Context: an optimization exercise on an open-source flow, tuned for small area, a short achievable clock period and few clock cycles per item. The choices shown serve that exercise and are no tape-out recipe.
Only simulation tests tie the RTL to the original design; equivalence was not proved.
No activity file was given, so power comes from the tool's default toggle rates.

build 86:
==> flow/design.v (excerpt) <==
module tetris_game (
	input logic clk,
	input logic rst_n,
	input logic in_valid,
	input logic [2:0] tetromino,
	input logic [2:0] position,
	output logic score_valid,
	output logic tetris_valid,
	output logic [3:0] score,
	output logic fail,
	output logic [71:0] tetris
);
	localparam int COLS = 6;
	localparam int VIS = 12;
	localparam int ROWS = 16;
	logic [VIS*COLS-1:0] board_n;   
	logic [3:0] score_q;
	logic [3:0] cnt_q;
	logic clr_q;    
	logic vld_q;
	logic idle_q;   
	logic fail_q;
	function automatic logic [3:0] col_mask(input logic [2:0] s, input logic [2:0] c);
		col_mask = 4'b0000;
		case (s)
			3'd0: if (c < 3'd2) col_mask = 4'b0011;
			3'd1: if (c == 3'd0) col_mask = 4'b1111;
			3'd2: if (c < 3'd4) col_mask = 4'b0001;
			3'd3: if (c == 3'd0) col_mask = 4'b0100;
			      else if (c == 3'd1) col_mask = 4'b0111;
			3'd4: if (c == 3'd0) col_mask = 4'b0011;
			      else if (c < 3'd3) col_mask = 4'b0010;
			3'd5: if (c == 3'd0) col_mask = 4'b0111;
			      else if (c == 3'd1) col_mask = 4'b0001;
			3'd6: if (c == 3'd0) col_mask = 4'b0110;
			      else if (c == 3'd1) col_mask = 4'b0011;
			default: if (c == 3'd0) col_mask = 4'b0001;
			      else if (c == 3'd1) col_mask = 4'b0011;
			      else if (c == 3'd2) col_mask = 4'b0010;
		endcase
	endfunction
	logic [VIS*COLS-1:0] be;
	logic [4*COLS-1:0] pm;          
	logic [3*COLS-1:0] bsel;        
	logic [16*COLS-1:0] th;         
	logic [13:0] mgt;               
	logic [13:1] bhot;              
	logic [ROWS*COLS-1:0] nb;       
	logic [ROWS:1] full;
	logic [5*(ROWS+1)-1:0] ct;
	logic [5*(ROWS+4)-1:0] pc;
	logic [4:0] tot;
	logic f0, f1, f2, f3;
  ...
==> flow/config.mk <==
export PLATFORM = sky130hd
export DESIGN_NAME = tetris_game
export DESIGN_NICKNAME = tetris_game
export VERILOG_FILES = /design/flow/design.v
export SDC_FILE = /design/flow/constraint.sdc
export NUM_CORES = 4
export LEC_CHECK = 0
export CAP_MARGIN = 20
export CORE_MARGIN = 2
export CORE_UTILIZATION = 35
export SETUP_SLACK_MARGIN = 2.5
export SLEW_MARGIN = 20
==> flow/constraint.sdc <==
create_clock -name core_clock -period 11.0 [get_ports {clk}]
set_input_delay 2.2000 -clock core_clock [delete_from_list [all_inputs] [get_ports {clk}]]
set_output_delay 2.2000 -clock core_clock [all_outputs]
set_load 0.01 [all_outputs]
standard.sh (not shown) runs the stock make flow with config.mk's settings and CLKGATE_MAP_FILE= SYNTH_SCRIPT=/design/flow/synth_recipe.tcl, a recipe that flattens the netlist after the stock synthesis.
==> flow/flow/run.sh <==
#!/bin/bash
# Own flow: the standard layout with two changes.
#  - Yosys's ABC step maps with flow/map.abc (deep AIG resynthesis, then a mapping that trades delay for area;
#    sizing is left to OpenROAD's repair) in place of ORFS's speed script.
#    Everything else, registers included, is the standard synthesis script.
#  - Port buffers are sky130_fd_sc_hd__buf_1 cells (every port still gets one).
set -euo pipefail
W=$(pwd)
cat > "$W/own_synth.tcl" <<EOT
proc abc {args} {
  set i [lsearch -exact \$args -script]
  if {\$i >= 0} { set args [lreplace \$args \$i [expr {\$i + 1}] -script $W/flow/map.abc] }
  yosys abc {*}\$args
}
source $W/synth_recipe.tcl
EOT
sed "s#$W/synth_recipe.tcl#$W/own_synth.tcl#g" standard.sh > own_standard.sh
grep -q own_synth.tcl own_standard.sh
bash own_standard.sh "BUFFER_PORTS_ARGS=-buffer_cell sky130_fd_sc_hd__buf_1" finish > "$W/flow.log" 2>&1
==> flow/flow/map.abc <==
strash
&get -n
&fraig -x
&put
scorr
dc2
strash
&get -n
&deepsyn -T 40
&put
strash
&get -n
&dch -f
&nf -R 200
&put
topo
stime -c
upsize -c
dnsize -c
Both conditions hold for build 86: the flow ran to the end and the final layout passed the timing, design-rule and antenna checks.
Testbench counts of build 86, summed over its fixed seeds: cycles 3,208, pieces 3,200.
#### Input delta (build 82 over build 86)
Settings: swapping 35 for 40 in CORE_UTILIZATION.
--- a/flow/flow/map.abc
+++ b/flow/flow/map.abc
@@ -12,5 +12,5 @@
 &get -n
 &dch -f
-&nf -R 200
+&nf -R 200 -F 8
 &put
 topo
## What came out
Build 82 vs. build 86: multiplexer fraction of the synthesized cell area rose by 0.36 points, post-placement cell count has decreased, synthesis-to-layout area growth went up by 0.33 points, wire length of the first global-routing pass now smaller.
Build 82 ended up with nor3b_1 as its slowest cell on the critical path; build 86 ended up with a221o_2.
Edits applied to the flow inputs when going from build 82 to build 19:
Settings: swapping 2.5 for 3 in SETUP_SLACK_MARGIN; swapping 40 for 38 in CORE_UTILIZATION.
==> flow/flow/run.sh <==
#!/bin/bash
# Own flow: the standard layout, with Yosys's ABC step using flow/map.abc
# (an area-oriented mapping; sizing is left to OpenROAD) in place of ORFS's speed script. Everything else,
# registers included, comes from the standard synthesis script.
set -euo pipefail
W=$(pwd)
cat > "$W/own_synth.tcl" <<EOT
proc abc {args} {
  set i [lsearch -exact \$args -script]
  if {\$i >= 0} { set args [lreplace \$args \$i [expr {\$i + 1}] -script $W/flow/map.abc] }
  yosys abc {*}\$args
}
source $W/synth_recipe.tcl
EOT
sed "s#$W/synth_recipe.tcl#$W/own_synth.tcl#g" standard.sh > own_standard.sh
grep -q own_synth.tcl own_standard.sh
bash own_standard.sh > "$W/flow.log" 2>&1
==> flow/flow/map.abc <==
strash
&get -n
&fraig -x
&put
scorr
dc2
strash
&get -n
&dch -f
&nf
&put
topo
stime -c
upsize -c
dnsize -c
- Highest cell delay on the worst timing path for build 19: 0.10 ns down relative to build 82
- [compare] base=build 82 new=build 19: utilization of the core after routing increased by 1.8 points relative to the old numbers; post-layout instance area increased by about 32% relative to the old numbers; half-perimeter wire length after detailed placement increased by 45% relative to the old numbers; relative contribution of sequential cells to total power decreased by 2.5 points relative to the old numbers.
- Build 19 has total chip power above what build 82 had.
- Compared to build 82, build 19 has via count 28% higher.

re-timing with driven ports:
How much do the figures lean on ideal ports? The routed layouts below were timed once more, with nothing changed but the port constraints.
Step 1 sets driving cells, clkbuf_16 on the clock port and buf_2 on the other inputs (assumed; they add their load-dependent delay and slew).
Step 2 adds t to the input delays and takes it off the output delays; t is the mean of the earliest and latest rising clock arrival at the registers after step 1. Input paths then give back, and output paths get back, about the clock's delay inside the block.
Slacks: no drivers / after step 1 / after step 2; pairs: no drivers / after step 1.
run | t (ns) | slack for setup (ns) | worst hold slack (ns) | clock arrival spread, ns | worst register clock-pin slew, ns
build 86 | 0.410 | 2.615 / 2.637 / 2.227 | 0.491 / 0.491 / 0.491 | 0.011 / 0.012 | 0.08 / 0.08
build 82 | 0.405 | 2.648 / 2.663 / 2.258 | 0.489 / 0.489 / 0.489 | 0.016 / 0.016 | 0.08 / 0.08
build 19 | 0.419 | 2.989 / 3.015 / 2.596 | 0.522 / 0.522 / 0.522 | 0.012 / 0.011 | 0.08 / 0.08
After both steps every run listed still meets setup and hold. For build 19, which loses most, drivers alone change the setup slack by +0.026 ns; drivers and shift together by -0.393 ns.
